This design comes from an exercise in tuning for small area, a short achievable clock period and few clock cycles per item on the open sky130 flow, not from production work. Only simulation tests tie the RTL to the original design; equivalence was not proved. Power is estimated from default activity; no workload was simulated.

==> flow/design.v (excerpt) <==
module tga_truecolor_rle_decoder_core (
  input  logic        clk,
  input  logic        rst,
  input  logic        byte_valid,
  output logic        byte_stall,
  input  logic [7:0]  data_byte,
  input  logic        start_of_file,
  output logic        result_valid,
  input  logic        result_stall,
  output logic [1:0]  result_kind,
  output logic [31:0] pixel_rgba,
  output logic [15:0] dest_row,
  output logic [15:0] dest_column,
  output logic [7:0]  run_length,
  output logic [15:0] image_width,
  output logic [15:0] image_height,
  output logic        image_done
);
Size in the first run: about 980 cells after synthesis, ~9600 sq um of cells after synthesis.
==> flow/config.mk <==
export PLATFORM = sky130hd
export DESIGN_NAME = tga_truecolor_rle_decoder_core
export DESIGN_NICKNAME = tga_truecolor_rle_decoder_core
export VERILOG_FILES = /design/flow/design.v
export SDC_FILE = /design/flow/constraint.sdc
export NUM_CORES = 4
export LEC_CHECK = 0
export CAP_MARGIN = 20
export CORE_MARGIN = 2
export CORE_UTILIZATION = 40
export CTS_BUF_LIST = sky130_fd_sc_hd__clkbuf_8
export SETUP_SLACK_MARGIN = 4.2
export SLEW_MARGIN = 20
==> flow/constraint.sdc <==
create_clock -name core_clock -period 7.5 [get_ports {clk}]
set_input_delay 1.5000 -clock core_clock [delete_from_list [all_inputs] [get_ports {clk}]]
set_output_delay 1.5000 -clock core_clock [all_outputs]
set_load 0.01 [all_outputs]
standard.sh (not shown) runs the stock make flow with config.mk's settings and CLKGATE_MAP_FILE= SYNTH_SCRIPT=/design/flow/synth_recipe.tcl, a recipe that flattens the netlist after the stock synthesis.
==> flow/flow/run.sh <==
#!/bin/bash
# The standard layout, with plain buf_1 cells as the port buffers (the
# default picks a clkdlybuf4s50_1 delay cell for every port).  Repair still
# upsizes any port buffer that timing needs.
set -euo pipefail
export BUFFER_PORTS_ARGS="-buffer_cell sky130_fd_sc_hd__buf_1"
bash standard.sh > standard_flow.log 2>&1
Testbench counts at the start, summed over its fixed seeds: cycles 128,614, bytes 128,035.
Rerun with:
SETUP_SLACK_MARGIN = 4.0   (was 4.2)
Result: Clock skew shrinks by 0.0062 ns. Register-to-register slack loses 0.12 ns. Power falls slightly.

* * *

The RTL this note starts from:
==> flow/design.v <==
package tgarle_pkg;
  localparam logic [1:0] KIND_HEADER      = 2'd0;
  localparam logic [1:0] KIND_RUN         = 2'd1;
  localparam logic [1:0] KIND_BAD_TYPE    = 2'd2;
  localparam logic [1:0] KIND_UNSUPPORTED = 2'd3;
  localparam logic [7:0] TYPE_TRUECOLOUR = 8'd2;
  localparam logic [7:0] TYPE_RLE        = 8'd10;
  localparam logic [7:0] DEPTH_24        = 8'd24;
  localparam logic [7:0] DEPTH_32        = 8'd32;
  localparam logic [7:0] OPAQUE_ALPHA   = 8'hff;
endpackage
module tgarle_row_div (
  input  logic [15:0] row_in,
  input  logic        c,
  output logic [15:0] dec_one,
  output logic [15:0] dec_c
);
  logic [15:0] low_zero;    
  always_comb begin
    low_zero[0] = 1'b1;
    for (int i = 1; i < 16; i++) begin
      low_zero[i] = ((row_in & ((16'd1 << i) - 16'd1)) == 16'd0);
    end
    for (int i = 0; i < 16; i++) begin
      dec_one[i] = row_in[i] ^ low_zero[i];
      dec_c[i]   = row_in[i] ^ (c && low_zero[i]);
    end
  end
endmodule
module tga_truecolor_rle_decoder_core (
  input  logic        clk,
  input  logic        rst,
  input  logic        byte_valid,
  output logic        byte_stall,
  input  logic [7:0]  data_byte,
  input  logic        start_of_file,
  output logic        result_valid,
  input  logic        result_stall,
  output logic [1:0]  result_kind,
  output logic [31:0] pixel_rgba,
  output logic [15:0] dest_row,
  output logic [15:0] dest_column,
  output logic [7:0]  run_length,
  output logic [15:0] image_width,
  output logic [15:0] image_height,
  output logic        image_done
);
  localparam logic [2:0] PH_IDLE = 3'd0;
  localparam logic [2:0] PH_HDR  = 3'd1;
  localparam logic [2:0] PH_SKIP = 3'd2;
  localparam logic [2:0] PH_PKT  = 3'd3;
  localparam logic [2:0] PH_PIX  = 3'd4;
  logic [2:0]  phase;
  logic [4:0]  hpos;         
  logic [7:0]  cnt;          
  logic [15:0] wid;
  logic [15:0] prow;         
  logic [15:0] pcol;         
  logic        cpend;        
  logic        cwrap;        
  logic [6:0]  cadd;         
  logic [7:0]  crem;         
  logic        rle, alpha, badtype, unsup, prun;
  logic        pend;         
  logic        busy;         
  logic        wk;           
  logic        hold;         
  logic        hdec;         
  logic [6:0]  ra;           
  logic        vld;
  logic [1:0]  kind;
  logic [31:0] rgba;
  logic [15:0] orow;
  logic [7:0]  olen;
  logic        odone;
  logic        hk;           
  logic        w_big;
  logic        accept;
  logic        free;
  logic        complete;
  logic        hdr_emit;
  logic        fire_raw, fire_run, fire;
  assign w_big    = (wid[15:7] != 9'd0);
  assign free     = !vld || !result_stall;
  assign byte_stall = result_stall || hold;
  assign accept   = byte_valid && !byte_stall;
  assign complete = (hpos[1:0] == (alpha ? 2'd3 : 2'd2));
  assign hdr_emit = accept && !start_of_file && (phase == PH_HDR) && (hpos == 5'd17);
  assign fire_raw = accept && !start_of_file && (phase == PH_PIX) && complete && !(rle && prun);
  logic        wrow_zero;
  logic [7:0]  sub1;
  logic        take, iter;
  assign wrow_zero = (prow == 16'd0);
  assign sub1      = {1'b0, ra} - {1'b0, wid[6:0]};
  assign iter      = busy && (wk || free);
  assign take      = iter && !w_big && !sub1[7] && !wrow_zero;
  assign fire_run = pend && free && !(busy && (take || !iter));
  assign fire     = fire_raw || fire_run;
  logic        c_wrap;
  logic [6:0]  t_low;
  logic [16:0] s_add;
  logic [15:0] s_col;
  logic        f_done;
  logic [7:0]  want;
  logic [7:0]  len_done;
  logic [7:0]  f_len;
  logic [15:0] col_next;
  logic [15:0] row_one;      
  logic [15:0] row_fin;      
  always_comb begin
    c_wrap = !crem[7] && (ra >= crem[6:0]);
    t_low  = ra - crem[6:0];                      
    s_add  = {pcol, 1'b1} + {9'd0, cadd, 1'b1};   
    s_col  = s_add[16:1];
    col_next = cwrap ? {9'd0, cadd} : s_col;
    f_done = c_wrap && wrow_zero;
    want   = prun ? cnt : 8'd1;
    len_done = want - {1'b0, t_low};             
    f_len  = f_done ? len_done : want;
  end
  tgarle_row_div u_dec (.row_in (prow), .c (c_wrap), .dec_one (row_one), .dec_c (row_fin));
  logic [6:0] crem_lo;
  logic       crem_big;
  assign crem_lo  = wid[6:0] + ~pcol[6:0];
  assign crem_big = ({1'b0, wid} > ({1'b0, pcol} + 17'd128));
  always_ff @(posedge clk) begin
    crem <= crem_big ? 8'd128 : {1'b0, crem_lo};
  end
  logic set_pend;
  assign set_pend = accept && !start_of_file && (phase == PH_PIX) && complete && rle && prun;
  always_ff @(posedge clk) begin
    if (rst) begin
      phase <= PH_IDLE;
      pend  <= 1'b0;
      cpend <= 1'b0;
      hdec  <= 1'b0;
      busy  <= 1'b0;
      hold  <= 1'b0;
      vld   <= 1'b0;
    end else begin
      if (fire || hdr_emit) begin
        vld <= 1'b1;
      end else if (!result_stall) begin
        vld <= 1'b0;
      end
      hold <= (set_pend || (pend && !fire)) && take;
      if (hdec && free) begin
        hdec <= 1'b0;
        prow <= row_one;
      end
      if (take) begin
        ra   <= sub1[6:0];
        prow <= row_one;
        wk   <= 1'b1;
      end else if (iter) begin
        busy <= 1'b0;
      end
      if (cpend && free) begin
        cpend <= 1'b0;
        pcol  <= col_next;
      end
      if (fire) begin
        pend  <= 1'b0;
        busy  <= 1'b0;
        wk    <= 1'b0;
        prow  <= row_fin;
        cpend <= 1'b1;
        cwrap <= c_wrap;
        cadd  <= c_wrap ? t_low : ra;
      end
      if (accept && start_of_file) begin
        cnt   <= data_byte;
        hpos  <= 5'd1;
        phase <= PH_HDR;
        busy  <= 1'b0;
        wk    <= 1'b0;
      end else if (accept) begin
        case (phase)
          PH_HDR: begin
            case (hpos)
              5'd1:  unsup <= (data_byte != 8'd0);
              5'd2: begin
                rle     <= (data_byte == tgarle_pkg::TYPE_RLE);
                badtype <= (data_byte != tgarle_pkg::TYPE_TRUECOLOUR) &&
                           (data_byte != tgarle_pkg::TYPE_RLE);
              end
              5'd12: wid[7:0]   <= data_byte;
              5'd13: wid[15:8]  <= data_byte;
              5'd14: prow[7:0]  <= data_byte;
              5'd15: prow[15:8] <= data_byte;
              5'd16: begin
                alpha <= (data_byte == tgarle_pkg::DEPTH_32);
                unsup <= unsup || ((data_byte != tgarle_pkg::DEPTH_24) &&
                                   (data_byte != tgarle_pkg::DEPTH_32));
              end
              default: begin
              end
            endcase
            if (hpos == 5'd17) begin
              hpos <= 5'd0;
              rgba <= 32'd0;
              ra   <= 7'd0;
              prun <= 1'b0;
              pcol <= 16'd0;
              hdec <= 1'b1;
              if (badtype || unsup || (wid == 16'd0) || (prow == 16'd0)) begin
                phase <= PH_IDLE;
              end else if (cnt != 8'd0) begin
                phase <= PH_SKIP;
              end else begin
                phase <= rle ? PH_PKT : PH_PIX;
              end
            end else begin
              hpos <= hpos + 5'd1;
            end
          end
          PH_SKIP: begin
            cnt <= cnt - 8'd1;
            if (cnt == 8'd1) begin
              phase <= rle ? PH_PKT : PH_PIX;
            end
          end
          PH_PKT: begin
            cnt   <= {1'b0, data_byte[6:0]} + 8'd1;
            prun  <= data_byte[7];
            phase <= PH_PIX;
            busy  <= data_byte[7];
            ra    <= data_byte[7] ? data_byte[6:0] : 7'd0;
          end
          PH_PIX: begin
            case (hpos[1:0])
              2'd0: rgba[15:8]  <= data_byte;
              2'd1: rgba[23:16] <= data_byte;
              2'd2: begin
                rgba[31:24] <= data_byte;
                if (!alpha) rgba[7:0] <= tgarle_pkg::OPAQUE_ALPHA;
              end
              default: rgba[7:0] <= data_byte;
            endcase
            if (!complete) begin
              hpos <= hpos + 5'd1;
            end else begin
              hpos <= 5'd0;
              if (rle && prun) begin
                pend  <= 1'b1;
                phase <= PH_PKT;
              end else if (rle) begin
                if (cnt == 8'd1) begin
                  phase <= PH_PKT;
                end else begin
                  cnt <= cnt - 8'd1;
                end
              end
            end
          end
          default: begin
          end
        endcase
      end
      if (fire && f_done && !(accept && start_of_file)) begin
        phase <= PH_IDLE;
      end
    end
  end
  always_ff @(posedge clk) begin
    if (hdr_emit) begin
      hk    <= 1'b1;
      kind  <= badtype ? tgarle_pkg::KIND_BAD_TYPE :
               unsup   ? tgarle_pkg::KIND_UNSUPPORTED : tgarle_pkg::KIND_HEADER;
      orow  <= 16'd0;
      olen  <= 8'd0;
      odone <= !badtype && !unsup && ((wid == 16'd0) || (prow == 16'd0));
    end else if (fire) begin
      hk    <= 1'b0;
      kind  <= tgarle_pkg::KIND_RUN;
      if (!wk) orow <= prow;
      olen  <= f_len;
      odone <= f_done;
    end else if (take && !wk) begin
      orow  <= prow;
    end
  end
  assign result_valid = vld;
  assign result_kind  = kind;
  assign pixel_rgba   = rgba;
  assign dest_row     = orow;
  assign dest_column  = pcol;
  assign run_length   = olen;
  assign image_width  = hk ? wid : 16'd0;
  assign image_height = hk ? prow : 16'd0;
  assign image_done   = odone;
endmodule
Settings: LEC_CHECK=0, CAP_MARGIN=20, CORE_MARGIN=2, CORE_UTILIZATION=40, CTS_BUF_LIST=sky130_fd_sc_hd__clkbuf_8, SETUP_SLACK_MARGIN=4.1, SLEW_MARGIN=20; clock period 7.5 ns.
==> flow/flow/run.sh <==
#!/bin/bash
# The standard layout, with plain buf_1 cells as the port buffers (the
# default picks a clkdlybuf4s50_1 delay cell for every port).  Repair still
# upsizes any port buffer that timing needs.
set -euo pipefail
export BUFFER_PORTS_ARGS="-buffer_cell sky130_fd_sc_hd__buf_1"
# byte_stall follows result_stall through one gate: keep their pins together
export PLACE_PINS_ARGS="-group_pins {result_stall byte_stall}"
bash standard.sh > standard_flow.log 2>&1
The first run ran to the end with no violations.
Testbench counts at the start, summed over its fixed seeds: cycles 128,614, bytes 128,035.
Edit:
==> flow/flow/run.sh (replaced) <==
#!/bin/bash
# The standard layout, with plain buf_1 cells as the port buffers (the
# default picks a clkdlybuf4s50_1 delay cell for every port).  Repair still
# upsizes any port buffer that timing needs.
set -euo pipefail
export BUFFER_PORTS_ARGS="-buffer_cell sky130_fd_sc_hd__buf_1"
bash standard.sh > standard_flow.log 2>&1
=>
- final area is about the same
- clock power hardly moves
- worst setup slack hardly moves
- sequential power is about the same
- core utilization hardly moves
- routed wire length falls slightly
- global-route usage barely changes
- via count falls slightly
- power barely changes
- clock-buffer cell count stays the same

## static timing again, ports no longer ideal
How much do the figures lean on ideal ports? The routed layouts below were timed once more, with nothing changed but the port constraints. Step 1: set_driving_cell puts a clkbuf_16 on clk and a buf_2 on each other input, an assumption about the parent block. Step 2 times the ports against the registers' clock, not the clock port: input delays grow and output delays shrink by t, the midpoint of the rising clock arrivals with the driver on. Three values: ideal, step 1, step 2; two values: the first two.
| run | t, ns | setup slack, ns | latest minus earliest clock arrival (ns) | slew at the worst register clock pin (ns) |
|---|---|---|---|---|
| the first run of note 1 | 0.526 | 4.113 / 4.065 / 3.691 | 0.025 / 0.025 | 0.12 / 0.12 |
| the second run of note 1 | 0.513 | 4.024 / 3.992 / 3.591 | 0.024 / 0.024 | 0.12 / 0.12 |
| the first run of note 2 | 0.522 | 4.129 / 4.097 / 3.675 | 0.018 / 0.017 | 0.11 / 0.11 |
| the second run of note 2 | 0.514 | 4.130 / 4.098 / 3.692 | 0.027 / 0.026 | 0.12 / 0.12 |
After both steps every run listed still meets setup and hold. For the first run of note 2, which loses most, drivers alone change the setup slack by -0.032 ns; drivers and shift together by -0.454 ns.
